Background: an optimization exercise with open tools, aiming at small area. Do not read the settings as production practice. Where RTL was checked, it was by simulation tests only, not by an equivalence proof against the original. For run 1, only the layout was checked, not whether the RTL still works. No activity file was given, so power comes from the tool's default toggle rates.

### flow/config.mk
export PLATFORM = sky130hd
export DESIGN_NAME = sprite_compositor
export DESIGN_NICKNAME = sprite_compositor
export VERILOG_FILES = /design/flow/design.v
export SDC_FILE = /design/flow/constraint.sdc
export NUM_CORES = 4
export LEC_CHECK = 0
export ABC_AREA = 1
export CAP_MARGIN = 20
export CORE_MARGIN = 2
export CORE_UTILIZATION = 40
export GPL_TIMING_DRIVEN = 0
export SETUP_SLACK_MARGIN = 0.1
export SLEW_MARGIN = 20
### flow/constraint.sdc
create_clock -name core_clock -period 7.5 [get_ports {clk}]
set_input_delay 1.5000 -clock core_clock [delete_from_list [all_inputs] [get_ports {clk}]]
set_output_delay 1.5000 -clock core_clock [all_outputs]
set_load 0.01 [all_outputs]
### flow/design.v
package sprite_pkg;
   localparam logic [11:0] KEY_DEFAULT = 12'h428;
   localparam int PIX_W       = 12;
   localparam int XW_DEF      = 10;
   localparam int YW_DEF      = 9;
   localparam int AW_DEF      = 14;
   localparam int NUM_SPR_DEF = 8;
   typedef logic [PIX_W-1:0] pixel_t;
   typedef struct packed {
      logic              en;
      logic [XW_DEF-1:0] x;
      logic [YW_DEF-1:0] y;
      logic [XW_DEF-1:0] w;
      logic [YW_DEF-1:0] h;
   } spr_desc_t;
   function automatic logic multi_hot(input logic [31:0] v);
      multi_hot = ((v & (v - 32'd1)) != 32'd0);
   endfunction
endpackage
module sprite_hit_addr
#(
   parameter int XW = 10,
   parameter int YW = 9,
   parameter int AW = 14
) (
   input  logic          clk,
   input  logic          rst,
   input  logic          frame_start,
   input  logic          pix_req,
   input  logic [XW-1:0] col,
   input  logic [YW-1:0] row,
   input  logic          en,
   input  logic [XW-1:0] x,
   input  logic [YW-1:0] y,
   input  logic [XW-1:0] w,
   input  logic [YW-1:0] h,
   output logic [AW-1:0] addr,
   output logic          hit
);
   logic          en_reg;
   logic [XW-1:0] x_reg;
   logic [XW-1:0] w_reg;
   logic [YW-1:0] y_reg;
   logic [YW-1:0] h_reg;
   logic          hit_next;
   logic [9:0] ndx;
   logic [10:0] ndx_c;
   logic ndx_co;
   logic [8:0] ndy;
   logic [9:0] ndy_c;
   logic ndy_co;
   logic [10:0] dx_lt_b;
   logic dx_lt;
   logic [9:0] dy_lt_b;
   logic dy_lt;
   logic [11:0] w3;
   logic [11:0] w3_c;
   logic s1_0;
   logic s2_0;
   logic s3_0;
   logic s1_1;
   logic s2_1;
   logic s3_1;
   logic s1_2;
   logic s2_2;
   logic s3_2;
   logic s1_3;
   logic s2_3;
   logic s3_3;
   logic pp0_0;
   logic pp0_1;
   logic pp0_2;
   logic pp0_3;
   logic pp0_4;
   logic pp0_5;
   logic pp0_6;
   logic pp0_7;
   logic pp0_8;
   logic pp0_9;
   logic pp0_10;
   logic pp0_11;
   logic pp1_2;
   logic pp1_3;
   logic pp1_4;
   logic pp1_5;
   logic pp1_6;
   logic pp1_7;
   logic pp1_8;
   logic pp1_9;
   logic pp1_10;
   logic pp1_11;
   logic pp1_12;
   logic pp1_13;
   logic pp2_4;
   logic pp2_5;
   logic pp2_6;
   logic pp2_7;
   logic pp2_8;
   logic pp2_9;
   logic pp2_10;
   logic pp2_11;
   logic pp2_12;
   logic pp2_13;
   logic pp3_6;
   logic pp3_7;
   logic pp3_8;
   logic pp3_9;
   logic pp3_10;
   logic pp3_11;
   logic pp3_12;
   logic pp3_13;
   logic pp4_8;
   logic pp4_9;
   logic pp4_10;
   logic pp4_11;
   logic pp4_12;
   logic pp4_13;
   logic [13:0] lin;
   logic s1;
   logic s2;
   logic s3;
   logic s4;
   logic s5;
   logic s6;
   logic s7;
   logic s8;
   logic s9;
   logic s10;
   logic s11;
   logic s12;
   logic s13;
   logic s14;
   logic s15;
   logic s16;
   logic s17;
   logic s18;
   logic s19;
   logic s20;
   logic s21;
   logic s22;
   logic s23;
   logic s24;
   logic s25;
   logic s26;
   logic s27;
   logic s28;
   logic s29;
   logic s30;
   logic s31;
   logic s32;
   logic s33;
   logic s34;
   logic s35;
   logic s36;
   logic s37;
   logic s38;
   logic s39;
   logic s40;
   logic s41;
   logic s42;
   logic s43;
   logic s44;
   logic s45;
   logic s46;
   logic s47;
   logic s48;
   logic s49;
   logic s50;
   logic s51;
   logic s52;
   logic s53;
   logic s54;
   logic s55;
   logic s56;
   logic s57;
   logic s58;
   logic s59;
   logic s60;
   logic s61;
   logic s62;
   logic s63;
   logic s64;
   logic s65;
   logic s66;
   logic s67;
   logic s68;
   logic s69;
   logic s70;
   logic s71;
   logic s72;
   logic s73;
   logic s74;
   logic s75;
   logic s76;
   logic s77;
   logic s78;
   logic s79;
   logic s80;
   logic s81;
   logic s82;
   logic s83;
   logic s84;
   logic s85;
   logic s86;
   logic s87;
   logic s88;
   logic s89;
   logic s90;
   logic s91;
   logic s92;
   logic s93;
   logic s94;
   logic [3:0] fin_p;
   logic [3:0] fin_g;
   logic [3:0] fin;
   logic pg95;
   logic pp96;
   logic pg97;
   logic pp98;
   logic pg99;
   logic pp100;
   logic pg101;
   logic pp102;
   logic fin_co;
   always_ff @(posedge clk) begin
      if (rst)
         en_reg <= 1'b0;
      else if (frame_start)
         en_reg <= en;
   end
   always_ff @(posedge clk) begin
      if (frame_start) begin
         x_reg <= x;
         y_reg <= y;
         w_reg <= w;
         h_reg <= h;
      end
   end
   assign ndx_c[0] = 1'b0;
   sprite_ha u_ha1 (.a(x_reg[0]), .b(~col[0]), .s(ndx[0]), .co(ndx_c[1]));
   sprite_fa u_fa2 (.a(x_reg[1]), .b(~col[1]), .ci(ndx_c[1]), .s(ndx[1]), .co(ndx_c[2]));
   sprite_fa u_fa3 (.a(x_reg[2]), .b(~col[2]), .ci(ndx_c[2]), .s(ndx[2]), .co(ndx_c[3]));
   sprite_fa u_fa4 (.a(x_reg[3]), .b(~col[3]), .ci(ndx_c[3]), .s(ndx[3]), .co(ndx_c[4]));
   sprite_fa u_fa5 (.a(x_reg[4]), .b(~col[4]), .ci(ndx_c[4]), .s(ndx[4]), .co(ndx_c[5]));
   sprite_fa u_fa6 (.a(x_reg[5]), .b(~col[5]), .ci(ndx_c[5]), .s(ndx[5]), .co(ndx_c[6]));
   sprite_fa u_fa7 (.a(x_reg[6]), .b(~col[6]), .ci(ndx_c[6]), .s(ndx[6]), .co(ndx_c[7]));
   sprite_fa u_fa8 (.a(x_reg[7]), .b(~col[7]), .ci(ndx_c[7]), .s(ndx[7]), .co(ndx_c[8]));
   sprite_fa u_fa9 (.a(x_reg[8]), .b(~col[8]), .ci(ndx_c[8]), .s(ndx[8]), .co(ndx_c[9]));
   sprite_fa u_fa10 (.a(x_reg[9]), .b(~col[9]), .ci(ndx_c[9]), .s(ndx[9]), .co(ndx_c[10]));
   assign ndx_co = ndx_c[10];
   assign ndy_c[0] = 1'b0;
   sprite_ha u_ha11 (.a(y_reg[0]), .b(~row[0]), .s(ndy[0]), .co(ndy_c[1]));
   sprite_fa u_fa12 (.a(y_reg[1]), .b(~row[1]), .ci(ndy_c[1]), .s(ndy[1]), .co(ndy_c[2]));
   sprite_fa u_fa13 (.a(y_reg[2]), .b(~row[2]), .ci(ndy_c[2]), .s(ndy[2]), .co(ndy_c[3]));
   sprite_fa u_fa14 (.a(y_reg[3]), .b(~row[3]), .ci(ndy_c[3]), .s(ndy[3]), .co(ndy_c[4]));
   sprite_fa u_fa15 (.a(y_reg[4]), .b(~row[4]), .ci(ndy_c[4]), .s(ndy[4]), .co(ndy_c[5]));
   sprite_fa u_fa16 (.a(y_reg[5]), .b(~row[5]), .ci(ndy_c[5]), .s(ndy[5]), .co(ndy_c[6]));
   sprite_fa u_fa17 (.a(y_reg[6]), .b(~row[6]), .ci(ndy_c[6]), .s(ndy[6]), .co(ndy_c[7]));
   sprite_fa u_fa18 (.a(y_reg[7]), .b(~row[7]), .ci(ndy_c[7]), .s(ndy[7]), .co(ndy_c[8]));
   sprite_fa u_fa19 (.a(y_reg[8]), .b(~row[8]), .ci(ndy_c[8]), .s(ndy[8]), .co(ndy_c[9]));
   assign ndy_co = ndy_c[9];
   assign dx_lt_b[0] = 1'b0;
   assign dx_lt_b[1] = (ndx[0] & w_reg[0]) | (ndx[0] & dx_lt_b[0]) | (w_reg[0] & dx_lt_b[0]);
   sprite_maj3 u_maj20 (.a(ndx[1]), .b(w_reg[1]), .c(dx_lt_b[1]), .x(dx_lt_b[2]));
   sprite_maj3 u_maj21 (.a(ndx[2]), .b(w_reg[2]), .c(dx_lt_b[2]), .x(dx_lt_b[3]));
   sprite_maj3 u_maj22 (.a(ndx[3]), .b(w_reg[3]), .c(dx_lt_b[3]), .x(dx_lt_b[4]));
   sprite_maj3 u_maj23 (.a(ndx[4]), .b(w_reg[4]), .c(dx_lt_b[4]), .x(dx_lt_b[5]));
   sprite_maj3 u_maj24 (.a(ndx[5]), .b(w_reg[5]), .c(dx_lt_b[5]), .x(dx_lt_b[6]));
   sprite_maj3 u_maj25 (.a(ndx[6]), .b(w_reg[6]), .c(dx_lt_b[6]), .x(dx_lt_b[7]));
   sprite_maj3 u_maj26 (.a(ndx[7]), .b(w_reg[7]), .c(dx_lt_b[7]), .x(dx_lt_b[8]));
   sprite_maj3 u_maj27 (.a(ndx[8]), .b(w_reg[8]), .c(dx_lt_b[8]), .x(dx_lt_b[9]));
   sprite_maj3 u_maj28 (.a(ndx[9]), .b(w_reg[9]), .c(dx_lt_b[9]), .x(dx_lt_b[10]));
   assign dx_lt = dx_lt_b[10];
   assign dy_lt_b[0] = 1'b0;
   assign dy_lt_b[1] = (ndy[0] & h_reg[0]) | (ndy[0] & dy_lt_b[0]) | (h_reg[0] & dy_lt_b[0]);
   sprite_maj3 u_maj29 (.a(ndy[1]), .b(h_reg[1]), .c(dy_lt_b[1]), .x(dy_lt_b[2]));
   sprite_maj3 u_maj30 (.a(ndy[2]), .b(h_reg[2]), .c(dy_lt_b[2]), .x(dy_lt_b[3]));
   sprite_maj3 u_maj31 (.a(ndy[3]), .b(h_reg[3]), .c(dy_lt_b[3]), .x(dy_lt_b[4]));
   sprite_maj3 u_maj32 (.a(ndy[4]), .b(h_reg[4]), .c(dy_lt_b[4]), .x(dy_lt_b[5]));
   sprite_maj3 u_maj33 (.a(ndy[5]), .b(h_reg[5]), .c(dy_lt_b[5]), .x(dy_lt_b[6]));
   sprite_maj3 u_maj34 (.a(ndy[6]), .b(h_reg[6]), .c(dy_lt_b[6]), .x(dy_lt_b[7]));
   sprite_maj3 u_maj35 (.a(ndy[7]), .b(h_reg[7]), .c(dy_lt_b[7]), .x(dy_lt_b[8]));
   sprite_maj3 u_maj36 (.a(ndy[8]), .b(h_reg[8]), .c(dy_lt_b[8]), .x(dy_lt_b[9]));
   assign dy_lt = dy_lt_b[9];
   assign w3[0] = w_reg[0];
   sprite_ha u_ha37 (.a(w_reg[1]), .b(w_reg[0]), .s(w3[1]), .co(w3_c[2]));
   sprite_fa u_fa38 (.a(w_reg[2]), .b(w_reg[1]), .ci(w3_c[2]), .s(w3[2]), .co(w3_c[3]));
   sprite_fa u_fa39 (.a(w_reg[3]), .b(w_reg[2]), .ci(w3_c[3]), .s(w3[3]), .co(w3_c[4]));
   sprite_fa u_fa40 (.a(w_reg[4]), .b(w_reg[3]), .ci(w3_c[4]), .s(w3[4]), .co(w3_c[5]));
   sprite_fa u_fa41 (.a(w_reg[5]), .b(w_reg[4]), .ci(w3_c[5]), .s(w3[5]), .co(w3_c[6]));
   sprite_fa u_fa42 (.a(w_reg[6]), .b(w_reg[5]), .ci(w3_c[6]), .s(w3[6]), .co(w3_c[7]));
   sprite_fa u_fa43 (.a(w_reg[7]), .b(w_reg[6]), .ci(w3_c[7]), .s(w3[7]), .co(w3_c[8]));
   sprite_fa u_fa44 (.a(w_reg[8]), .b(w_reg[7]), .ci(w3_c[8]), .s(w3[8]), .co(w3_c[9]));
   sprite_fa u_fa45 (.a(w_reg[9]), .b(w_reg[8]), .ci(w3_c[9]), .s(w3[9]), .co(w3_c[10]));
   sprite_ha u_ha46 (.a(w_reg[9]), .b(w3_c[10]), .s(w3[10]), .co(w3[11]));
   assign s1_0 = ~ndy[0] & ndy[1];
   assign s2_0 = ndy[0] & ~ndy[1];
   assign s3_0 = ~(ndy[0] | ndy[1]);
   assign s1_1 = ~ndy[2] & ndy[3];
   assign s2_1 = ndy[2] & ~ndy[3];
   assign s3_1 = ~(ndy[2] | ndy[3]);
   assign s1_2 = ~ndy[4] & ndy[5];
   assign s2_2 = ndy[4] & ~ndy[5];
   assign s3_2 = ~(ndy[4] | ndy[5]);
   assign s1_3 = ~ndy[6] & ndy[7];
   assign s2_3 = ndy[6] & ~ndy[7];
   assign s3_3 = ~(ndy[6] | ndy[7]);
   assign pp0_0 = ~((~ndy[0] & w_reg[0]));
   sprite_a222oi u_aoi47 (.a1(s1_0), .a2(w_reg[1]), .b1(s2_0), .b2(w_reg[0]), .c1(s3_0), .c2(w3[1]), .y(pp0_1));
   sprite_a222oi u_aoi48 (.a1(s1_0), .a2(w_reg[2]), .b1(s2_0), .b2(w_reg[1]), .c1(s3_0), .c2(w3[2]), .y(pp0_2));
   sprite_a222oi u_aoi49 (.a1(s1_0), .a2(w_reg[3]), .b1(s2_0), .b2(w_reg[2]), .c1(s3_0), .c2(w3[3]), .y(pp0_3));
   sprite_a222oi u_aoi50 (.a1(s1_0), .a2(w_reg[4]), .b1(s2_0), .b2(w_reg[3]), .c1(s3_0), .c2(w3[4]), .y(pp0_4));
   sprite_a222oi u_aoi51 (.a1(s1_0), .a2(w_reg[5]), .b1(s2_0), .b2(w_reg[4]), .c1(s3_0), .c2(w3[5]), .y(pp0_5));
   sprite_a222oi u_aoi52 (.a1(s1_0), .a2(w_reg[6]), .b1(s2_0), .b2(w_reg[5]), .c1(s3_0), .c2(w3[6]), .y(pp0_6));
   sprite_a222oi u_aoi53 (.a1(s1_0), .a2(w_reg[7]), .b1(s2_0), .b2(w_reg[6]), .c1(s3_0), .c2(w3[7]), .y(pp0_7));
   sprite_a222oi u_aoi54 (.a1(s1_0), .a2(w_reg[8]), .b1(s2_0), .b2(w_reg[7]), .c1(s3_0), .c2(w3[8]), .y(pp0_8));
   sprite_a222oi u_aoi55 (.a1(s1_0), .a2(w_reg[9]), .b1(s2_0), .b2(w_reg[8]), .c1(s3_0), .c2(w3[9]), .y(pp0_9));
   sprite_a22oi u_aoi56 (.a1(s2_0), .a2(w_reg[9]), .b1(s3_0), .b2(w3[10]), .y(pp0_10));
   assign pp0_11 = ~((s3_0 & w3[11]));
   assign pp1_2 = ~((~ndy[2] & w_reg[0]));
   sprite_a222oi u_aoi57 (.a1(s1_1), .a2(w_reg[1]), .b1(s2_1), .b2(w_reg[0]), .c1(s3_1), .c2(w3[1]), .y(pp1_3));
   sprite_a222oi u_aoi58 (.a1(s1_1), .a2(w_reg[2]), .b1(s2_1), .b2(w_reg[1]), .c1(s3_1), .c2(w3[2]), .y(pp1_4));
   sprite_a222oi u_aoi59 (.a1(s1_1), .a2(w_reg[3]), .b1(s2_1), .b2(w_reg[2]), .c1(s3_1), .c2(w3[3]), .y(pp1_5));
   sprite_a222oi u_aoi60 (.a1(s1_1), .a2(w_reg[4]), .b1(s2_1), .b2(w_reg[3]), .c1(s3_1), .c2(w3[4]), .y(pp1_6));
   sprite_a222oi u_aoi61 (.a1(s1_1), .a2(w_reg[5]), .b1(s2_1), .b2(w_reg[4]), .c1(s3_1), .c2(w3[5]), .y(pp1_7));
   sprite_a222oi u_aoi62 (.a1(s1_1), .a2(w_reg[6]), .b1(s2_1), .b2(w_reg[5]), .c1(s3_1), .c2(w3[6]), .y(pp1_8));
   sprite_a222oi u_aoi63 (.a1(s1_1), .a2(w_reg[7]), .b1(s2_1), .b2(w_reg[6]), .c1(s3_1), .c2(w3[7]), .y(pp1_9));
   sprite_a222oi u_aoi64 (.a1(s1_1), .a2(w_reg[8]), .b1(s2_1), .b2(w_reg[7]), .c1(s3_1), .c2(w3[8]), .y(pp1_10));
   sprite_a222oi u_aoi65 (.a1(s1_1), .a2(w_reg[9]), .b1(s2_1), .b2(w_reg[8]), .c1(s3_1), .c2(w3[9]), .y(pp1_11));
   sprite_a22oi u_aoi66 (.a1(s2_1), .a2(w_reg[9]), .b1(s3_1), .b2(w3[10]), .y(pp1_12));
   assign pp1_13 = ~((s3_1 & w3[11]));
   assign pp2_4 = ~((~ndy[4] & w_reg[0]));
   sprite_a222oi u_aoi67 (.a1(s1_2), .a2(w_reg[1]), .b1(s2_2), .b2(w_reg[0]), .c1(s3_2), .c2(w3[1]), .y(pp2_5));
   sprite_a222oi u_aoi68 (.a1(s1_2), .a2(w_reg[2]), .b1(s2_2), .b2(w_reg[1]), .c1(s3_2), .c2(w3[2]), .y(pp2_6));
   sprite_a222oi u_aoi69 (.a1(s1_2), .a2(w_reg[3]), .b1(s2_2), .b2(w_reg[2]), .c1(s3_2), .c2(w3[3]), .y(pp2_7));
   sprite_a222oi u_aoi70 (.a1(s1_2), .a2(w_reg[4]), .b1(s2_2), .b2(w_reg[3]), .c1(s3_2), .c2(w3[4]), .y(pp2_8));
   sprite_a222oi u_aoi71 (.a1(s1_2), .a2(w_reg[5]), .b1(s2_2), .b2(w_reg[4]), .c1(s3_2), .c2(w3[5]), .y(pp2_9));
   sprite_a222oi u_aoi72 (.a1(s1_2), .a2(w_reg[6]), .b1(s2_2), .b2(w_reg[5]), .c1(s3_2), .c2(w3[6]), .y(pp2_10));
   sprite_a222oi u_aoi73 (.a1(s1_2), .a2(w_reg[7]), .b1(s2_2), .b2(w_reg[6]), .c1(s3_2), .c2(w3[7]), .y(pp2_11));
   sprite_a222oi u_aoi74 (.a1(s1_2), .a2(w_reg[8]), .b1(s2_2), .b2(w_reg[7]), .c1(s3_2), .c2(w3[8]), .y(pp2_12));
   sprite_a222oi u_aoi75 (.a1(s1_2), .a2(w_reg[9]), .b1(s2_2), .b2(w_reg[8]), .c1(s3_2), .c2(w3[9]), .y(pp2_13));
   assign pp3_6 = ~((~ndy[6] & w_reg[0]));
   sprite_a222oi u_aoi76 (.a1(s1_3), .a2(w_reg[1]), .b1(s2_3), .b2(w_reg[0]), .c1(s3_3), .c2(w3[1]), .y(pp3_7));
   sprite_a222oi u_aoi77 (.a1(s1_3), .a2(w_reg[2]), .b1(s2_3), .b2(w_reg[1]), .c1(s3_3), .c2(w3[2]), .y(pp3_8));
   sprite_a222oi u_aoi78 (.a1(s1_3), .a2(w_reg[3]), .b1(s2_3), .b2(w_reg[2]), .c1(s3_3), .c2(w3[3]), .y(pp3_9));
   sprite_a222oi u_aoi79 (.a1(s1_3), .a2(w_reg[4]), .b1(s2_3), .b2(w_reg[3]), .c1(s3_3), .c2(w3[4]), .y(pp3_10));
   sprite_a222oi u_aoi80 (.a1(s1_3), .a2(w_reg[5]), .b1(s2_3), .b2(w_reg[4]), .c1(s3_3), .c2(w3[5]), .y(pp3_11));
   sprite_a222oi u_aoi81 (.a1(s1_3), .a2(w_reg[6]), .b1(s2_3), .b2(w_reg[5]), .c1(s3_3), .c2(w3[6]), .y(pp3_12));
   sprite_a222oi u_aoi82 (.a1(s1_3), .a2(w_reg[7]), .b1(s2_3), .b2(w_reg[6]), .c1(s3_3), .c2(w3[7]), .y(pp3_13));
   assign pp4_8 = ~(~ndy[8] & w_reg[0]);
   assign pp4_9 = ~(~ndy[8] & w_reg[1]);
   assign pp4_10 = ~(~ndy[8] & w_reg[2]);
   assign pp4_11 = ~(~ndy[8] & w_reg[3]);
   assign pp4_12 = ~(~ndy[8] & w_reg[4]);
   assign pp4_13 = ~(~ndy[8] & w_reg[5]);
   assign s1 = ~(ndx[0] ^ pp0_0);
   assign s2 = ndx[0] | pp0_0;
   assign lin[0] = s1;   
   sprite_fa u_fa83 (.a(ndx[1]), .b(s2), .ci(pp0_1), .s(s3), .co(s4));
   assign lin[1] = s3;   
   assign s5 = ~(ndx[2] ^ pp0_2);
   assign s6 = ndx[2] | pp0_2;
   sprite_fa u_fa84 (.a(pp1_2), .b(s5), .ci(s4), .s(s7), .co(s8));
   assign lin[2] = s7;   
   sprite_fa u_fa85 (.a(pp0_3), .b(ndx[3]), .ci(s6), .s(s9), .co(s10));
   sprite_fa u_fa86 (.a(pp1_3), .b(s8), .ci(s9), .s(s11), .co(s12));
   assign lin[3] = s11;   
   assign s13 = ~(pp0_4 ^ ndx[4]);
   assign s14 = pp0_4 | ndx[4];
   sprite_fa u_fa87 (.a(s10), .b(pp1_4), .ci(pp2_4), .s(s15), .co(s16));
   sprite_fa u_fa88 (.a(s13), .b(s12), .ci(s15), .s(s17), .co(s18));
   assign lin[4] = s17;   
   sprite_fa u_fa89 (.a(pp0_5), .b(pp1_5), .ci(s14), .s(s19), .co(s20));
   sprite_fa u_fa90 (.a(ndx[5]), .b(s16), .ci(s19), .s(s21), .co(s22));
   sprite_fa u_fa91 (.a(pp2_5), .b(s18), .ci(s21), .s(s23), .co(s24));
   assign lin[5] = s23;   
   assign s25 = ~(pp0_6 ^ pp1_6);
   assign s26 = pp0_6 | pp1_6;
   sprite_fa u_fa92 (.a(s25), .b(s20), .ci(ndx[6]), .s(s27), .co(s28));
   sprite_fa u_fa93 (.a(pp2_6), .b(pp3_6), .ci(s22), .s(s29), .co(s30));
   sprite_fa u_fa94 (.a(s27), .b(s24), .ci(s29), .s(s31), .co(s32));
   assign lin[6] = s31;   
   sprite_fa u_fa95 (.a(pp0_7), .b(pp1_7), .ci(s26), .s(s33), .co(s34));
   sprite_fa u_fa96 (.a(pp2_7), .b(s33), .ci(ndx[7]), .s(s35), .co(s36));
   sprite_fa u_fa97 (.a(s28), .b(s30), .ci(s35), .s(s37), .co(s38));
   sprite_fa u_fa98 (.a(pp3_7), .b(s32), .ci(s37), .s(s39), .co(s40));
   assign lin[7] = s39;   
   assign s41 = ~(pp0_8 ^ pp1_8);
   assign s42 = pp0_8 | pp1_8;
   sprite_fa u_fa99 (.a(s41), .b(s34), .ci(pp2_8), .s(s43), .co(s44));
   sprite_fa u_fa100 (.a(s43), .b(ndx[8]), .ci(s36), .s(s45), .co(s46));
   sprite_fa u_fa101 (.a(pp3_8), .b(pp4_8), .ci(s38), .s(s47), .co(s48));
   sprite_fa u_fa102 (.a(s45), .b(s47), .ci(s40), .s(s49), .co(s50));
   assign lin[8] = s49;   
   sprite_fa u_fa103 (.a(pp0_9), .b(pp1_9), .ci(s42), .s(s51), .co(s52));
   sprite_fa u_fa104 (.a(pp2_9), .b(s51), .ci(s44), .s(s53), .co(s54));
   sprite_fa u_fa105 (.a(pp3_9), .b(s53), .ci(pp4_9), .s(s55), .co(s56));
   sprite_fa u_fa106 (.a(ndx[9]), .b(s46), .ci(s55), .s(s57), .co(s58));
   sprite_fa u_fa107 (.a(s48), .b(s57), .ci(s50), .s(s59), .co(s60));
   assign lin[9] = s59;   
   assign s61 = ~(pp0_10 ^ pp1_10);
   assign s62 = pp0_10 | pp1_10;
   sprite_fa u_fa108 (.a(s61), .b(s52), .ci(pp2_10), .s(s63), .co(s64));
   sprite_fa u_fa109 (.a(s63), .b(pp3_10), .ci(s54), .s(s65), .co(s66));
   sprite_fa u_fa110 (.a(pp4_10), .b(s56), .ci(s65), .s(s67), .co(s68));
   sprite_ha u_ha111 (.a(s58), .b(s67), .s(s69), .co(s70));
   assign s71 = ~(pp0_11 ^ pp1_11);
   assign s72 = pp0_11 | pp1_11;
   sprite_fa u_fa112 (.a(s62), .b(s71), .ci(pp2_11), .s(s73), .co(s74));
   sprite_fa u_fa113 (.a(s64), .b(s73), .ci(pp3_11), .s(s75), .co(s76));
   sprite_fa u_fa114 (.a(pp4_11), .b(s66), .ci(s75), .s(s77), .co(s78));
   sprite_ha u_ha115 (.a(s68), .b(s77), .s(s79), .co(s80));
   sprite_fa u_fa116 (.a(pp1_12), .b(s72), .ci(pp2_12), .s(s81), .co(s82));
   sprite_fa u_fa117 (.a(s74), .b(s81), .ci(pp3_12), .s(s83), .co(s84));
   sprite_fa u_fa118 (.a(pp4_12), .b(s76), .ci(s83), .s(s85), .co(s86));
   sprite_ha u_ha119 (.a(s78), .b(s85), .s(s87), .co(s88));
   assign s89 = pp1_13 ^ pp2_13;
   assign s90 = s89 ^ s82;
   assign s91 = s90 ^ pp3_13;
   assign s92 = pp4_13 ^ s91;
   assign s93 = s84 ^ s92;
   assign s94 = s93 ^ s86;
   assign fin_p[0] = s69 ^ s60;
   assign fin_g[0] = s69 & s60;
   assign fin_p[1] = s70 ^ s79;
   assign fin_g[1] = s70 & s79;
   assign fin_p[2] = s80 ^ s87;
   assign fin_g[2] = s80 & s87;
   assign fin_p[3] = s94 ^ s88;
   assign fin_g[3] = s94 & s88;
   assign pg95 = fin_g[1] | (fin_p[1] & fin_g[0]);
   assign pp96 = fin_p[1] & fin_p[0];
   assign pg97 = fin_g[3] | (fin_p[3] & fin_g[2]);
   assign pp98 = fin_p[3] & fin_p[2];
   assign pg99 = fin_g[2] | (fin_p[2] & pg95);
   assign pp100 = fin_p[2] & pp96;
   assign pg101 = pg97 | (pp98 & pg95);
   assign pp102 = pp98 & pp96;
   assign fin[0] = fin_p[0] ^ 1'b0;
   assign fin[1] = fin_p[1] ^ fin_g[0];
   assign fin[2] = fin_p[2] ^ pg95;
   assign fin[3] = fin_p[3] ^ pg99;
   assign fin_co = pg101;
   assign lin[10] = fin[0];
   assign lin[11] = fin[1];
   assign lin[12] = fin[2];
   assign lin[13] = ~fin[3];
   assign hit_next = pix_req && en_reg && !ndx_co && !ndy_co && dx_lt && dy_lt;
   always_ff @(posedge clk) begin
      if (rst) begin
         addr <= '0;
         hit  <= 1'b0;
      end else begin
         hit  <= hit_next;
         addr <= hit_next ? ~lin : '0;
      end
   end
endmodule
module sprite_fa (
   input  logic a,
   input  logic b,
   input  logic ci,
   output logic s,
   output logic co
);
   assign s  = a ^ b ^ ci;
   assign co = (a & b) | (a & ci) | (b & ci);
endmodule
module sprite_ha (
   input  logic a,
   input  logic b,
   output logic s,
   output logic co
);
   assign s  = a ^ b;
   assign co = a & b;
endmodule
module sprite_a222oi (
   input  logic a1,
   input  logic a2,
   input  logic b1,
   input  logic b2,
   input  logic c1,
   input  logic c2,
   output logic y
);
   assign y = ~((a1 & a2) | (b1 & b2) | (c1 & c2));
endmodule
module sprite_maj3 (
   input  logic a,
   input  logic b,
   input  logic c,
   output logic x
);
   assign x = (a & b) | (a & c) | (b & c);
endmodule
module sprite_a22oi (
   input  logic a1,
   input  logic a2,
   input  logic b1,
   input  logic b2,
   output logic y
);
   assign y = ~((a1 & a2) | (b1 & b2));
endmodule
module sprite_compositor
#(
   parameter int          NUM_SPR = 8,
   parameter int          XW      = 10,
   parameter int          YW      = 9,
   parameter int          AW      = 14,
   parameter logic [11:0] KEY     = sprite_pkg::KEY_DEFAULT
) (
   input  logic                     clk,
   input  logic                     rst,
   input  logic                     frame_start,
   input  logic                     pix_req,
   input  logic [XW-1:0]            col_in,
   input  logic [YW-1:0]            row_in,
   input  logic [NUM_SPR-1:0]       spr_en,
   input  logic [NUM_SPR*XW-1:0]    spr_x,
   input  logic [NUM_SPR*YW-1:0]    spr_y,
   input  logic [NUM_SPR*XW-1:0]    spr_w,
   input  logic [NUM_SPR*YW-1:0]    spr_h,
   output logic [NUM_SPR*AW-1:0]    spr_addr,
   input  logic [NUM_SPR*12-1:0]    spr_data,
   input  logic [11:0]              bg_data,
   input  logic                     ovl_en,
   input  logic [11:0]              ovl_data,
   output logic [11:0]              pix_out,
   output logic                     pix_valid,
   output logic [$clog2(NUM_SPR):0] top_id,
   output logic [NUM_SPR-1:0]       coll_flags
);
   localparam int IDW = $clog2(NUM_SPR) + 1;
   logic [NUM_SPR-1:0] hit1;
   logic [NUM_SPR-1:0] hit2;
   logic [NUM_SPR-1:0] opaque;
   logic [NUM_SPR-1:0] higher;
   logic [NUM_SPR-1:0] sel;
   logic [NUM_SPR-1:0] seen1;
   logic [NUM_SPR-1:0] seen2;
   logic [NUM_SPR-1:0] coll_event;
   logic [NUM_SPR-1:0] acc_reg;
   logic               valid1;
   logic               valid2;
   logic               ovl1;
   logic               ovl2;
   logic               live;
   logic               sel_bg;
   logic               sel_ovl;
   logic               sel_hold;
   sprite_pkg::pixel_t pix_next;
   logic [IDW-1:0]     id_next;
   genvar gi;
   generate
      for (gi = 0; gi < NUM_SPR; gi++) begin : g_chan
         sprite_hit_addr #(
            .XW (XW),
            .YW (YW),
            .AW (AW)
         ) u_hit (
            .clk         (clk),
            .rst         (rst),
            .frame_start (frame_start),
            .pix_req     (pix_req),
            .col         (col_in),
            .row         (row_in),
            .en          (spr_en[gi]),
            .x           (spr_x[gi*XW +: XW]),
            .y           (spr_y[gi*YW +: YW]),
            .w           (spr_w[gi*XW +: XW]),
            .h           (spr_h[gi*YW +: YW]),
            .addr        (spr_addr[gi*AW +: AW]),
            .hit         (hit1[gi])
         );
         assign opaque[gi] = hit2[gi] && (spr_data[gi*12 +: 12] != KEY);
      end
   endgenerate
   always_ff @(posedge clk) begin
      if (rst) begin
         valid1 <= 1'b0;
         ovl1   <= 1'b0;
         valid2 <= 1'b0;
         ovl2   <= 1'b0;
         hit2   <= '0;
      end else begin
         valid1 <= pix_req;
         ovl1   <= ovl_en;
         valid2 <= valid1;
         ovl2   <= ovl1;
         hit2   <= hit1;
      end
   end
   always_comb begin
      higher[NUM_SPR-1] = 1'b0;
      for (int i = NUM_SPR - 2; i >= 0; i--)
         higher[i] = higher[i+1] | opaque[i+1];
      live     = !rst && valid2 && !ovl2;
      for (int i = 0; i < NUM_SPR; i++)
         sel[i] = live && opaque[i] && !higher[i];
      sel_ovl  = !rst && valid2 && ovl2;
      sel_bg   = live && !(higher[0] | opaque[0]);
      sel_hold = !rst && !valid2;
      id_next  = {IDW{sel_hold}} & top_id;
      for (int i = 0; i < NUM_SPR; i++)
         id_next = id_next | ({IDW{sel[i]}} & IDW'(i + 1));
      seen1[0] = opaque[0];
      seen2[0] = 1'b0;
      for (int i = 1; i < NUM_SPR; i++) begin
         seen1[i] = seen1[i-1] | opaque[i];
         seen2[i] = seen2[i-1] | (seen1[i-1] & opaque[i]);
      end
      coll_event = {NUM_SPR{seen2[NUM_SPR-1]}} & opaque;
   end
   logic [11:0] pix_y0, pix_y1, pix_y2, pix_y3;
   genvar bi;
   generate
      for (bi = 0; bi < 12; bi++) begin : g_pix
         sprite_a222oi u_y0 (
            .a1 (sel[0]), .a2 (spr_data[0*12 + bi]),
            .b1 (sel[1]), .b2 (spr_data[1*12 + bi]),
            .c1 (sel[2]), .c2 (spr_data[2*12 + bi]),
            .y  (pix_y0[bi])
         );
         sprite_a222oi u_y1 (
            .a1 (sel[3]), .a2 (spr_data[3*12 + bi]),
            .b1 (sel[4]), .b2 (spr_data[4*12 + bi]),
            .c1 (sel[5]), .c2 (spr_data[5*12 + bi]),
            .y  (pix_y1[bi])
         );
         sprite_a222oi u_y2 (
            .a1 (sel[6]), .a2 (spr_data[6*12 + bi]),
            .b1 (sel[7]), .b2 (spr_data[7*12 + bi]),
            .c1 (sel_ovl), .c2 (ovl_data[bi]),
            .y  (pix_y2[bi])
         );
         sprite_a22oi u_y3 (
            .a1 (sel_bg), .a2 (bg_data[bi]),
            .b1 (sel_hold), .b2 (pix_out[bi]),
            .y  (pix_y3[bi])
         );
         assign pix_next[bi] = !(pix_y0[bi] && pix_y1[bi] && pix_y2[bi] && pix_y3[bi]);
      end
   endgenerate
   always_ff @(posedge clk) begin
      pix_out <= pix_next;
      top_id  <= id_next;
   end
   always_ff @(posedge clk) begin
      if (rst) begin
         pix_valid  <= 1'b0;
         acc_reg    <= '0;
         coll_flags <= '0;
      end else begin
         pix_valid <= valid2;
         if (frame_start) begin
            coll_flags <= acc_reg | coll_event;
            acc_reg    <= '0;
         end else begin
            acc_reg    <= acc_reg | coll_event;
         end
      end
   end
endmodule
### flow/flow/run.sh
#!/bin/bash
# Own layout flow: the standard flow (standard.sh) with these changes.
#  - Synthesis reads a copy of the design in which the RTL's full and half
#    adder and gate modules (sprite_fa, sprite_ha, sprite_a222oi, sprite_a22oi,
#    sprite_maj3) are the library cells of the same function,
#    and the flow's own full-adder extraction is off (ADDER_MAP_FILE empty),
#    so the adder tree is built as the RTL lays it out. Everything else,
#    registers included, is the standard synthesis.
#  - Every port still gets a buffer, but a plain buf_1 instead of the delay
#    buffer that buffer_ports picks by default.
#  - Clock tree synthesis clusters up to 25 sinks within 100 um under each
#    clkbuf_16 and inserts no dummy loads.
# Each step's full output goes to a log file in the work folder.
set -euo pipefail
WORK=$(pwd)
python3 flow/mapcells.py design.v "$WORK/design_cells.v" > mapcells.log 2>&1
COMMON=("VERILOG_FILES=$WORK/design_cells.v" "ADDER_MAP_FILE=")
bash standard.sh "${COMMON[@]}" synth > synth.log 2>&1
CTS="-sink_clustering_enable -repair_clock_nets -dont_use_dummy_load -buf_list sky130_fd_sc_hd__clkbuf_16 -sink_clustering_size 25 -sink_clustering_max_diameter 100"
bash standard.sh "${COMMON[@]}" "BUFFER_PORTS_ARGS=-buffer_cell sky130_fd_sc_hd__buf_1" "CTS_ARGS=$CTS" finish > layout.log 2>&1
### flow/flow/mapcells.py
# Writes a copy of the design in which the RTL's adder and gate modules
# (sprite_fa, sprite_ha, sprite_a222oi, sprite_a22oi, sprite_maj3) are the
# library cells of the same function.
import re, sys
src = open(sys.argv[1]).read()
fa = """module sprite_fa (a, b, ci, s, co);
   input a, b, ci;
   output s, co;
   sky130_fd_sc_hd__fa_1 u_cell (.A(a), .B(b), .CIN(ci), .SUM(s), .COUT(co));
endmodule
"""
ha = """module sprite_ha (a, b, s, co);
   input a, b;
   output s, co;
   sky130_fd_sc_hd__ha_1 u_cell (.A(a), .B(b), .SUM(s), .COUT(co));
endmodule
"""
aoi = {'sprite_a222oi': ('a222oi_1', ['a1','a2','b1','b2','c1','c2'], ['A1','A2','B1','B2','C1','C2']),
       'sprite_a22oi': ('a22oi_1', ['a1','a2','b1','b2'], ['A1','A2','B1','B2']),
       'sprite_maj3': ('maj3_1', ['a','b','c'], ['A','B','C'])}
for mod, (cell, pins, cpins) in aoi.items():
    o = 'x' if cell.startswith('maj') else 'y'
    body = f"module {mod} ({', '.join(pins)}, {o});\n   input {', '.join(pins)};\n   output {o};\n   sky130_fd_sc_hd__{cell} u_cell (" + ', '.join(f'.{c}({p})' for c, p in zip(cpins, pins)) + f", .{'X' if cell.startswith('maj') else 'Y'}({'x' if cell.startswith('maj') else 'y'}));\nendmodule\n"
    src = re.sub(r'\bmodule\s+' + mod + r'\b.*?\bendmodule\b', body, src, flags=re.S)
n1 = len(re.findall(r'\bmodule\s+sprite_fa\b', src)); n2 = len(re.findall(r'\bmodule\s+sprite_ha\b', src))
src = re.sub(r'\bmodule\s+sprite_fa\b.*?\bendmodule\b', fa, src, flags=re.S)
src = re.sub(r'\bmodule\s+sprite_ha\b.*?\bendmodule\b', ha, src, flags=re.S)
sys.stderr.write(f"replaced {n1} fa, {n2} ha modules\n")
open(sys.argv[2], 'w').write(src)
### flow/standard.sh
#!/bin/bash
# synth_recipe.tcl (not shown) runs the flow's synth.tcl, then flattens the netlist and writes it again
# the make line also repeats each setting of config.mk as NAME=value (left out here)
make -C /OpenROAD-flow-scripts/flow DESIGN_CONFIG=/design/flow/config.mk WORK_HOME=/design/flow/orfs CLKGATE_MAP_FILE= SYNTH_SCRIPT=/design/flow/synth_recipe.tcl "${@:-finish}"
==> results of run 1 <==
## logic make-up after synthesis
kind of cell	share of synthesized area [%]
simple gates	10.1
xor+xnor	1.64
compound gates	11.1
fa+ha+maj	35.3
flops	38.7
buf+inv	3.16
## cell type report
cell class,count,area (sq um)
well taps,1060,1330
repair buffers,689,3280
multi-input cells,1877,20100
inverters,235,890
diodes,13,32.5
flip-flops and latches,477,12600
fillers,7342,41400
plain buffers,24,149
clock buffers,31,776
## synth_stat cells (all sizes together), types with 4 or more instances
| master | number |
|---|---|
| fa | 472 |
| nand2 | 360 |
| a222oi | 308 |
| edfxtp | 304 |
| nor2 | 248 |
| inv | 235 |
| dfxtp | 173 |
| maj3 | 136 |
| or2 | 67 |
| ha | 56 |
| nand3 | 41 |
| a21oi | 38 |
| xnor2 | 31 |
| xor2 | 30 |
| a22oi | 28 |
| buf | 21 |
| nand4 | 13 |
| nor3 | 13 |
| nor4 | 10 |
| a22o | 8 |
| nor3b | 8 |
| o21ai | 4 |
## path summary, 6_finish.rpt
kind                                  from                        to  cells after the start
setup reg to reg  g_chan[4].u_hit.w_reg[0]  g_chan[4].u_hit.addr[13]                     24
hold reg to reg        g_chan[1].u_hit.hit                   hit2[1]                      2
hold / removal         g_chan[1].u_hit.hit                   hit2[1]                      2
setup / recovery                 row_in[0]  g_chan[7].u_hit.addr[13]                     26
## through the flow
stage,hold WS (ns),instances
floorplan,0.388,2613
global placement,0.392,4264
detailed placement,0.393,4285
CTS,0.370,4362
global route,0.381,4400
finish,0.358,4406
## power groups by stage
stage	Combinational [mW]	Sequential (mW)	Clock (mW)
3_3_place_gp	10.9	3.26	0
6_report	12.5	3.13	1.60
3_5_place_dp	11.0	3.21	0
2_1_floorplan	8.48	3.15	0
5_1_grt	14.2	3.15	1.73
4_1_cts	11.4	3.13	1.66
## critical path, stage by stage
cell        delay (ns)
buf_6             0.07
clkinvlp_4        0.08
buf_12            0.15
buf_12            0.15
ha_4              0.17
fa_2              0.39
fa_2              0.40
fa_2              0.40
fa_2              0.41
fa_2              0.42
fa_2              0.38
fa_2              0.67
nor2_4            0.07
a222oi_1          0.41
fa_1              0.51
fa_1              0.57
ha_4              0.22
or2_4             0.23
nand3_2           0.07
nand2_2           0.07
nand2_2           0.06
inv_2             0.04
a21oi_2           0.11
nand2_1           0.07
nand2_1           0.06
nor2_1            0.05
## layer usage
metal / GRT usage, % / vias up / part of all wire, %
met5: 0 / - / 0.20
met4: 8.87 / 32 / 3.6
met3: 6.48 / 187 / 11
met2: 41.6 / 1419 / 47
met1: 33.2 / 12400 / 38
li1: - / 11100 / -
## timing repair
item / in CTS / in global routing
gates resized for setup: 140 / 231
setup buffers: 46 / 31
pin swaps: 45 / 146
setup endpoints to repair: 19 / 16
==> impl_metrics.py, run 1 <==
metrics = {
    "die": {
        "die_area_sq_um": 83700,
        "placeableCoreArea_sq_um": 80500,
        "die_width_um": 289,
        "initial_utilization_pct": 40.4,
        "die_y_um": 289,
        "num_rows": 104,
        "num_io_pins": 593,
    },
    "pwr": {
        "switching_share_pct": 45.5,
        "leakage_nw": 13.9,
        "p_comb_share_pct": 72.6,
        "switching_power_mw": 7.86,
        "clockPowerShare_pct": 9.3,
        "power.density_nw_per_um2": 441,
        "pwr-share-seq_pct": 18.1,
        "power_mw": 17.3,
        "p_int_mw": 9.41,
        "ir_drop_mv": 0.832,
    },
    "finish": {
        "fin_nets": 4319,
        "final_common_cell": "buf_1",
        "layout_common_cells": "buf_1, nand2_1, a222oi_1, fa_1, edfxtp_1",
        "finalInstanceArea_sq_um": 39100,
        "largest_reg_flops": 112,
        "syn_to_final_growth_pct": 20.1,
        "final_core_util_pct": 48.6,
        "drive_above_1_share_pct": 17.5,
    },
    "clocking": {
        "clk_latency_ns": 0.65,
        "hold_buffers": 0,
        "cts_sinks": 477,
        "cts_made_buffers": 31,
        "clk_pin_slew_ns": 0.11,
        "clk_path_buf_depth": 3,
        "tritoncts": "built",
        "h-tree-depth": 1,
        "root_buffer": "clkbuf_16",
    },
    "logic_synthesis": {
        "yosysWarnings": 2,
        "synth_ff_type": "edfxtp_1",
        "async_flop_share_pct": 0,
        "synth_cell_types": 36,
        "synth_area_sq_um": 32600,
        "syn_avg_cell_area_sq_um": 12.5,
        "synthesis.nets": 3597,
        "synth-seq-cells": 477,
        "synth.top_cell.area_share_pct": 29.0,
        "ys_seq_area_share_pct": 38.7,
        "postSynthCellCount": 2613,
        "ys_top_cells_by_area": "fa_1, edfxtp_1, dfxtp_1",
        "synth_edf_count": 304,
        "yosys.area.top_type": "fa_1",
    },
    "setup_path": {
        "start_kind": "input port",
        "critPathMaxFanout": 6,
        "critical_path_class": "in2reg",
        "worst_ep_arrival_time_ns": 7.77,
        "endpoint_kind": "flop",
        "crit_required_ns": 7.99,
        "rrSetupSlack_ns": 0.28,
    },
    "drt": {
        "viasPerCell": 5.71,
        "routed_wl_um": 110000,
        "drt_iter0_drc": 3457,
        "drc": 0,
        "vias": 25100,
        "ant_nets": 0,
        "wl_per_cell_um": 25.0,
        "dr.pass1.iters": 17,
    },
    "global_routing": {
        "antenna_found_initial": 29,
        "grt_usage_pct": 25.6,
        "grt_max_degree": 34,
        "grt_pass1_wl_um": 157000,
        "grt_pass1_vias": 24900,
        "grt.overflow.total": 0,
    },
    "placement": {
        "portBuffers": 591,
        "placedInstanceArea_sq_um": 36600,
        "dp_hpwl_um": 85900,
        "place.gp.congestion": 0.928,
        "place_ws_ns": -0.996,
    },
    "timing": {
        "max_freq_ghz": 0.137,
        "finalSetupViolCount": 0,
        "setup_ws_ns": 0.215,
        "tightest_slew_ns": 1.07,
        "layout_min_cycle_time_ns": 7.29,
        "tns_ns": 0,
        "relSlewSlack_pct": 28.6,
        "maxSlewViolCount": 0,
        "rsz0062_at_grt": "yes",
        "finalClockSkew_ns": 0.0645,
        "hold_viol_final": 0,
        "fin_crit_sh_pct": 97.1,
    },
    "run": {
        "maxCapViolCount": 0,
    },
    "run_status": {
        "outcome": "finished clean",
    },
    "worst_hold_path": {
        "hp-class": "reg2reg",
    },
}
==> inputs of run 2 (changes only) <==
--- a/flow/design.v
+++ b/flow/design.v
@@ -210,9 +210,9 @@
    logic s92;
    logic s93;
    logic s94;
-   logic [3:0] fin_p;
-   logic [3:0] fin_g;
-   logic [3:0] fin;
+   logic [5:0] fin_p;
+   logic [5:0] fin_g;
+   logic [5:0] fin;
    logic pg95;
    logic pp96;
    logic pg97;
@@ -221,6 +221,12 @@
    logic pp100;
    logic pg101;
    logic pp102;
+   logic pg103;
+   logic pp104;
+   logic pg105;
+   logic pp106;
+   logic pg107;
+   logic pp108;
    logic fin_co;
    always_ff @(posedge clk) begin
       if (rst)
@@ -390,14 +396,12 @@
    sprite_fa u_fa99 (.a(s41), .b(s34), .ci(pp2_8), .s(s43), .co(s44));
    sprite_fa u_fa100 (.a(s43), .b(ndx[8]), .ci(s36), .s(s45), .co(s46));
    sprite_fa u_fa101 (.a(pp3_8), .b(pp4_8), .ci(s38), .s(s47), .co(s48));
-   sprite_fa u_fa102 (.a(s45), .b(s47), .ci(s40), .s(s49), .co(s50));
-   assign lin[8] = s49;   
+   sprite_ha u_ha102 (.a(s45), .b(s47), .s(s49), .co(s50));
    sprite_fa u_fa103 (.a(pp0_9), .b(pp1_9), .ci(s42), .s(s51), .co(s52));
    sprite_fa u_fa104 (.a(pp2_9), .b(s51), .ci(s44), .s(s53), .co(s54));
    sprite_fa u_fa105 (.a(pp3_9), .b(s53), .ci(pp4_9), .s(s55), .co(s56));
    sprite_fa u_fa106 (.a(ndx[9]), .b(s46), .ci(s55), .s(s57), .co(s58));
-   sprite_fa u_fa107 (.a(s48), .b(s57), .ci(s50), .s(s59), .co(s60));
-   assign lin[9] = s59;   
+   sprite_ha u_ha107 (.a(s48), .b(s50), .s(s59), .co(s60));
    assign s61 = ~(pp0_10 ^ pp1_10);
    assign s62 = pp0_10 | pp1_10;
    sprite_fa u_fa108 (.a(s61), .b(s52), .ci(pp2_10), .s(s63), .co(s64));
@@ -420,31 +424,45 @@
    assign s92 = pp4_13 ^ s91;
    assign s93 = s84 ^ s92;
    assign s94 = s93 ^ s86;
-   assign fin_p[0] = s69 ^ s60;
-   assign fin_g[0] = s69 & s60;
-   assign fin_p[1] = s70 ^ s79;
-   assign fin_g[1] = s70 & s79;
-   assign fin_p[2] = s80 ^ s87;
-   assign fin_g[2] = s80 & s87;
-   assign fin_p[3] = s94 ^ s88;
-   assign fin_g[3] = s94 & s88;
+   assign fin_p[0] = s40 ^ s49;
+   assign fin_g[0] = s40 & s49;
+   assign fin_p[1] = s57 ^ s59;
+   assign fin_g[1] = s57 & s59;
+   assign fin_p[2] = s60 ^ s69;
+   assign fin_g[2] = s60 & s69;
+   assign fin_p[3] = s70 ^ s79;
+   assign fin_g[3] = s70 & s79;
+   assign fin_p[4] = s80 ^ s87;
+   assign fin_g[4] = s80 & s87;
+   assign fin_p[5] = s94 ^ s88;
+   assign fin_g[5] = s94 & s88;
    assign pg95 = fin_g[1] | (fin_p[1] & fin_g[0]);
    assign pp96 = fin_p[1] & fin_p[0];
    assign pg97 = fin_g[3] | (fin_p[3] & fin_g[2]);
    assign pp98 = fin_p[3] & fin_p[2];
-   assign pg99 = fin_g[2] | (fin_p[2] & pg95);
-   assign pp100 = fin_p[2] & pp96;
-   assign pg101 = pg97 | (pp98 & pg95);
-   assign pp102 = pp98 & pp96;
+   assign pg99 = fin_g[5] | (fin_p[5] & fin_g[4]);
+   assign pp100 = fin_p[5] & fin_p[4];
+   assign pg101 = fin_g[2] | (fin_p[2] & pg95);
+   assign pp102 = fin_p[2] & pp96;
+   assign pg103 = pg97 | (pp98 & pg95);
+   assign pp104 = pp98 & pp96;
+   assign pg105 = fin_g[4] | (fin_p[4] & pg103);
+   assign pp106 = fin_p[4] & pp104;
+   assign pg107 = pg99 | (pp100 & pg103);
+   assign pp108 = pp100 & pp104;
    assign fin[0] = fin_p[0] ^ 1'b0;
    assign fin[1] = fin_p[1] ^ fin_g[0];
    assign fin[2] = fin_p[2] ^ pg95;
-   assign fin[3] = fin_p[3] ^ pg99;
-   assign fin_co = pg101;
-   assign lin[10] = fin[0];
-   assign lin[11] = fin[1];
-   assign lin[12] = fin[2];
-   assign lin[13] = ~fin[3];
+   assign fin[3] = fin_p[3] ^ pg101;
+   assign fin[4] = fin_p[4] ^ pg103;
+   assign fin[5] = fin_p[5] ^ pg105;
+   assign fin_co = pg107;
+   assign lin[8] = fin[0];
+   assign lin[9] = fin[1];
+   assign lin[10] = fin[2];
+   assign lin[11] = fin[3];
+   assign lin[12] = fin[4];
+   assign lin[13] = ~fin[5];
    assign hit_next = pix_req && en_reg && !ndx_co && !ndy_co && dx_lt && dy_lt;
    always_ff @(posedge clk) begin
       if (rst) begin
--- a/flow/config.mk
+++ b/flow/config.mk
@@ -10,5 +10,4 @@
 export CORE_MARGIN = 2
 export CORE_UTILIZATION = 40
 export GPL_TIMING_DRIVEN = 0
-export SETUP_SLACK_MARGIN = 0.1
 export SLEW_MARGIN = 20
==> impl_metrics.py, run 2 <==
metrics = {
    "die": {
        "initial_utilization_pct": 40.3,
        "die_area_sq_um": 84700,
        "num_rows": 105,
        "die_width_um": 291,
        "placeableCoreArea_sq_um": 81800,
        "num_io_pins": 593,
        "die_y_um": 291,
    },
    "drt": {
        "routed_wl_um": 115000,
        "wl_per_cell_um": 25.7,
        "drc": 0,
        "drt_iter0_drc": 3938,
        "ant_nets": 0,
        "viasPerCell": 5.74,
        "dr.pass1.iters": 17,
        "vias": 25500,
    },
    "pwr": {
        "leakage_nw": 13.9,
        "ir_drop_mv": 0.413,
        "power_mw": 17.6,
        "power.density_nw_per_um2": 454,
    },
    "setup_path": {
        "cp-endpoint": "g_chan[6].u_hit.addr[13]",
        "max_stage_delay_ns": 0.63,
        "rrSetupSlack_ns": 0.22,
        "critPathMaxFanout": 9,
        "worst_ep_arrival_time_ns": 7.86,
        "cpMostUsedCell": "fa_1",
        "cp_num_cells": 26,
        "endpoint_kind": "flop",
        "slowest_stage": "fa_2",
        "crit_required_ns": 8.06,
        "cp_num_buf_inv": 4,
        "r2r_start": "g_chan[7].u_hit.w_reg[1]",
        "worstRegToRegCells": 25,
        "start_kind": "input port",
        "cp_top_family": "adder cells",
        "r2r-end": "g_chan[7].u_hit.addr[13]",
        "critical_path_class": "in2reg",
        "worstSetupStartpoint": "row_in[0]",
    },
    "logic_synthesis": {
        "synth-seq-cells": 477,
        "ys_top_cells_by_count": "fa_1, nand2_1, a222oi_1, edfxtp_1, inv_1",
        "synth.top_cell.area_share_pct": 27.7,
        "yosysWarnings": 2,
        "ys_top_cells_by_area": "fa_1, edfxtp_1, dfxtp_1",
        "ys_seq_area_share_pct": 38.2,
        "async_flop_share_pct": 0,
        "synth_area_sq_um": 33000,
        "yosys.area.top_type": "fa_1",
        "synth_cell_types": 43,
        "synth_edf_count": 304,
        "synthesis.nets": 3667,
        "synth.most_common_cell": "fa_1",
        "synth_ff_type": "edfxtp_1",
        "postSynthCellCount": 2683,
        "syn_avg_cell_area_sq_um": 12.3,
    },
    "finish": {
        "multi_input_area_sq_um": 20300,
        "final_common_cell": "buf_1",
        "layout_common_cells": "buf_1, nand2_1, fa_1",
        "seq_area_sq_um": 12600,
        "fin_nets": 4361,
        "drive_above_1_share_pct": 14.6,
        "syn_to_final_growth_pct": 17.9,
        "finalInstanceArea_sq_um": 38900,
        "largest_reg_flops": 112,
        "fillers": 7611,
    },
    "clocking": {
        "h-tree-depth": 1,
        "root_buffer": "clkbuf_16",
        "cts_made_buffers": 28,
        "tritoncts": "built",
        "cts_sinks": 477,
        "hold_buffers": 0,
        "clk_path_buf_depth": 3,
        "clk_pin_slew_ns": 0.09,
        "clk_latency_ns": 0.63,
    },
    "timing": {
        "tns_ns": 0,
        "tightest_slew_ns": 1.21,
        "maxSlewViolCount": 0,
        "layout_min_cycle_time_ns": 7.30,
        "max_freq_ghz": 0.137,
        "fin_crit_sh_pct": 97.3,
        "finalSetupViolCount": 0,
        "hold_viol_final": 0,
        "relSlewSlack_pct": 19.2,
        "finalClockSkew_ns": 0.0554,
    },
    "global_routing": {
        "antenna_found_initial": 39,
        "grt_usage_pct": 26.4,
        "grt_pass1_wl_um": 164000,
        "grt_max_degree": 35,
        "grt.overflow.total": 0,
        "grt_pass1_vias": 25900,
    },
    "placement": {
        "portBuffers": 591,
        "place.gp.congestion": 0.925,
        "placedInstanceArea_sq_um": 36800,
        "dp_hpwl_um": 89700,
    },
    "worst_hold_path": {
        "hp-class": "reg2reg",
    },
    "run_status": {
        "outcome": "finished clean",
    },
    "run": {
        "maxCapViolCount": 0,
    },
}
==> run 2: worst min-delay path by stage <==
stage                        start  slack [ns]  cells after the start  endpoint
3_5_place_dp                  ovl1        0.39                      2      ovl2
3_3_place_gp                valid1        0.39                      2    valid2
4_1_cts                       ovl1        0.41                      2      ovl2
2_1_floorplan  g_chan[0].u_hit.hit        0.39                      2   hit2[0]
5_1_grt        g_chan[7].u_hit.hit        0.42                      2   hit2[7]
6_report       g_chan[7].u_hit.hit        0.39                      2   hit2[7]
==> run 2: logic make-up after synthesis <==
family,share of synthesized area (%)
AND/OR/NAND/NOR,10.8
flip-flops,38.2
adder cells (fa/ha/maj),34.5
buffers and inverters,3.09
AO/OA/AOI/OAI,11.3
XOR/XNOR,2.05
==> run 2: timing repair <==
item,in CTS,in global routing
buffers inserted,32,27
gates cloned,0,1
pin swaps,11,106
resized for setup,23,260
setup endpoints to repair,28,28
==> run 2: routing by layer <==
layer / track usage, % / up-vias / routed length, um / share of wire (%)
met5: 0 / - / 275 / 0.24
met4: 11.3 / 42 / 5940 / 5.2
met3: 6.19 / 264 / 10100 / 8.8
met2: 44.3 / 1386 / 54600 / 48
met1: 32.5 / 12600 / 43700 / 38
li1: - / 11300 / - / -
==> run 2: layout make-up <==
class | instances | share of cell area (%)
Clock buffer | 28 | 1.80
Antenna cell | 6 | 0.0386
Timing Repair Buffer | 663 | 7.55
Inverter | 228 | 2.24
Buffer | 24 | 0.406
Multi-Input combinational cell | 1955 | 52.1
Tap cell | 1070 | 3.44
Sequential cell | 477 | 32.4
==> run 2: power breakdown <==
| part | internal (mW) | switching [mW] |
|---|---|---|
| Combinational | 5.86 | 7.15 |
| Sequential | 2.96 | 0.180 |
| Clock | 0.658 | 0.840 |
| Total | 9.48 | 8.17 |
==> run 2: tightest hold or removal path, delay by kind of cell (launching register included) <==
| kind | cells | cell delay (ns) |
|---|---|---|
| AND/OR/NAND/NOR | 1 | 0.03 |
| flip-flops | 1 | 0.31 |
| buffers and inverters | 1 | 0.04 |
==> run 2: through the flow <==
stage               setup slack (ns)  util, %  hold WS (ns)  instances
floorplan                      0.170        -         0.388       2683
global placement              -14.87     44.6         0.395       4344
detailed placement             -1.00     44.9         0.394       4357
CTS                         -0.00205     46.2         0.407       4417
global route                 -0.0496     47.5         0.417       4448
finish                         0.199     47.5         0.393       4451
==> inputs of run 3 (changes only) <==
--- a/flow/config.mk
+++ b/flow/config.mk
@@ -8,6 +8,6 @@
 export ABC_AREA = 1
 export CAP_MARGIN = 20
 export CORE_MARGIN = 2
-export CORE_UTILIZATION = 40
+export CORE_UTILIZATION = 50
 export GPL_TIMING_DRIVEN = 0
 export SLEW_MARGIN = 20
==> impl_metrics.py, run 3 <==
metrics = {
    "global_routing": {
        "grt-busiest-layer": "met2",
        "grtUsageMet3_pct": 6.82,
        "grt_pass1_wl_um": 159000,
        "grt_max_degree": 36,
        "grt_pass1_vias": 25800,
        "antenna_found_initial": 24,
        "grt_usage_pct": 31.6,
        "use_met1_pct": 39.1,
        "grt.overflow.total": 0,
        "grt_use_met2_pct": 52.9,
    },
    "logic_synthesis": {
        "synth_area_sq_um": 33000,
        "yosysWarnings": 2,
        "ys_seq_area_share_pct": 38.2,
        "synth-seq-cells": 477,
        "postSynthCellCount": 2683,
        "ys_top_cells_by_count": "fa_1, nand2_1, a222oi_1, edfxtp_1, inv_1",
        "synth_ff_type": "edfxtp_1",
        "syn_avg_cell_area_sq_um": 12.3,
        "ys_top_cells_by_area": "fa_1, edfxtp_1, dfxtp_1",
        "synth.most_common_cell": "fa_1",
        "synth_edf_count": 304,
        "synthesis.nets": 3667,
        "async_flop_share_pct": 0,
        "synth.top_cell.area_share_pct": 27.7,
        "yosys.area.top_type": "fa_1",
        "synth_cell_types": 43,
    },
    "drt": {
        "viasPerCell": 6.06,
        "ant_nets": 0,
        "vias": 25700,
        "wl_per_cell_um": 25.7,
        "routed_wl_um": 109000,
        "drt_iter0_drc": 3688,
        "drc": 0,
        "dr.pass1.iters": 14,
    },
    "run_status": {
        "outcome": "finished clean",
    },
    "run": {
        "maxCapViolCount": 0,
    },
    "clocking": {
        "root_buffer": "clkbuf_16",
        "cts_made_buffers": 25,
        "clk_latency_ns": 0.61,
        "clk_path_buf_depth": 3,
        "hold_buffers": 0,
        "h-tree-depth": 1,
        "cts_sinks": 477,
        "clk_pin_slew_ns": 0.10,
        "tritoncts": "built",
    },
    "setup_path": {
        "crit_required_ns": 8.02,
        "critical_path_class": "reg2reg",
        "worst_ep_arrival_time_ns": 7.89,
        "cpMostUsedCell": "fa_2",
        "cp_num_buf_inv": 0,
        "slowest_stage": "fa_2",
        "endpoint_kind": "flop",
        "max_stage_delay_ns": 0.56,
        "cp_top_family": "adder cells",
        "worstPathCellList": "ha_2 > fa_2 > fa_2 > fa_2 > fa_2 > fa_2 > fa_2 > fa_2 > fa_1 > a222oi_1 > fa_1 > fa_1 > fa_2 > fa_2 > or2_4 > nand3_2 > nand2_2 > nand2_2 > nand2_2 > nand2_2 > nand2_2 > or2_4 > a21oi_4",
        "critPathMaxFanout": 3,
        "start_kind": "flop",
    },
    "finish": {
        "seq_area_sq_um": 12600,
        "syn_to_final_growth_pct": 16.9,
        "instances_no_fill": 4248,
        "final_common_cell": "buf_1",
        "drive_above_1_share_pct": 14.5,
        "finalInstanceArea_sq_um": 38500,
        "largest_reg_flops": 112,
        "multi_input_area_sq_um": 20200,
        "layout_common_cells": "buf_1, nand2_1, fa_1",
        "fin_nets": 4354,
        "fillers": 5559,
    },
    "placement": {
        "place.gp.congestion": 1.05,
        "place_inst": 4153,
        "dp_hpwl_um": 85500,
        "portBuffers": 591,
        "placedInstanceArea_sq_um": 36600,
    },
    "die": {
        "num_io_pins": 593,
        "die_y_um": 261,
        "placeableCoreArea_sq_um": 65500,
        "die_width_um": 261,
        "num_rows": 94,
        "die_area_sq_um": 68000,
        "initial_utilization_pct": 50.3,
    },
    "timing": {
        "tns_ns": 0,
        "fin_crit_sh_pct": 98.3,
        "hold_viol_final": 0,
        "relSlewSlack_pct": 23.8,
        "max_freq_ghz": 0.136,
        "maxSlewViolCount": 0,
        "layout_min_cycle_time_ns": 7.37,
        "tightest_slew_ns": 1.14,
        "rsz0062_at_grt": "yes",
        "finalSetupViolCount": 0,
        "hold_slack_ns": 0.386,
        "finalClockSkew_ns": 0.0454,
    },
    "pwr": {
        "leakage_nw": 13.9,
        "ir_drop_mv": 0.364,
        "power_mw": 18.1,
        "power.density_nw_per_um2": 468,
    },
    "worst_hold_path": {
        "hp-class": "reg2reg",
    },
}
[run 3: through the flow]
step           setup WS (ns)  util [%]
3_5_place_dp           -1.01      55.9
6_report               0.131      58.8
2_1_floorplan          0.170         -
3_3_place_gp          -11.65      55.4
4_1_cts              0.00184      57.4
5_1_grt               -0.156      58.8
[run 3: per-layer routing]
layer,share of wire [%],wire (um),up-vias
met4,5.1,5510,18
met2,49,53200,1466
li1,-,-,11300
met5,0.11,124,-
met1,37,39900,12700
met3,9.4,10200,229
[run 3: worst paths after layout]
check / start / endpoint / slack, ns / depth (start not counted)
worst max-delay path: g_chan[1].u_hit.w_reg[1] / g_chan[1].u_hit.addr[12] / 0.13 / 23
worst min-delay path: g_chan[7].u_hit.hit / hit2[7] / 0.39 / 2
worst max register to register: g_chan[1].u_hit.w_reg[1] / g_chan[1].u_hit.addr[12] / 0.13 / 23
worst min register to register: g_chan[7].u_hit.hit / hit2[7] / 0.39 / 2
[run 3: cells by family (layout without fill, tap and decap cells)]
family                   after synthesis  count (layout)  share of synthesized area [%]
AND/OR/NAND/NOR                      800             800                           10.8
XOR/XNOR                              77              77                           2.05
other                                  0              16                              0
flip-flops                           477             477                           38.2
adder cells (fa/ha/maj)              664             664                           34.5
buffers and inverters                252             937                           3.09
AO/OA/AOI/OAI                        413             413                           11.3
[run 3: area by class of cell]
cell class,count,share of cell area [%]
flip-flops and latches,477,32.7
inverters,228,2.28
clock buffers,25,1.62
multi-input cells,1954,52.5
repair buffers,660,7.62
diodes,16,0.104
plain buffers,24,0.409
well taps,864,2.80
[run 3: worst reg2reg max path: cells and delay by family (launching register included)]
family,cells,cell delay (ns)
AO/OA/AOI/OAI,2,0.61
adder cells (fa/ha/maj),13,5.34
flip-flops,1,0.44
AND/OR/NAND/NOR,8,0.91
[run 3: where the power goes]
group	internal, mW	leakage [nW]	switching [mW]
registers	2.96	4.37	0.174
logic	6.12	9.23	7.38
clock network	0.592	0.308	0.827
total	9.67	13.9	8.38
[run 3: what timing repair did]
item                                   CTS  global route
endpoints found under the hold margin    0             0
setup buffers                           33            21
setup endpoints to repair               28            26
pin swaps                               15            93
gates resized for setup                 45           233

-- what the ideal ports hide --
The flow's constraints put no driver on any port. The routed layouts listed below were extracted and timed again, unchanged, in two steps. Step 1: set_driving_cell puts a clkbuf_16 on clk and a buf_2 on each other input, an assumption about the parent block. Step 2, shift: input delay + t, output delay - t, t = (earliest + latest rising clock arrival at the registers) / 2. This alone moves slack from input paths to output paths. a / b / c = ideal ports / drivers / drivers and shift; a / b = the first two.
| run | shift t [ns] | setup WS [ns] | slew at the worst register clock pin (ns) | pins driven straight from the clock port |
|---|---|---|---|---|
| run 1 | 0.678 | 0.215 / 0.242 / -0.436 | 0.11 / 0.11 | 1 |
| run 2 | 0.670 | 0.199 / 0.218 / -0.428 | 0.10 / 0.10 | 1 |
| run 3 | 0.651 | 0.131 / 0.131 / -0.471 | 0.10 / 0.10 | 1 |
Met with ideal ports but missed after step 2: setup timing in every run listed. For run 1, which loses most, drivers alone change the setup slack by +0.027 ns; drivers and shift together by -0.651 ns.
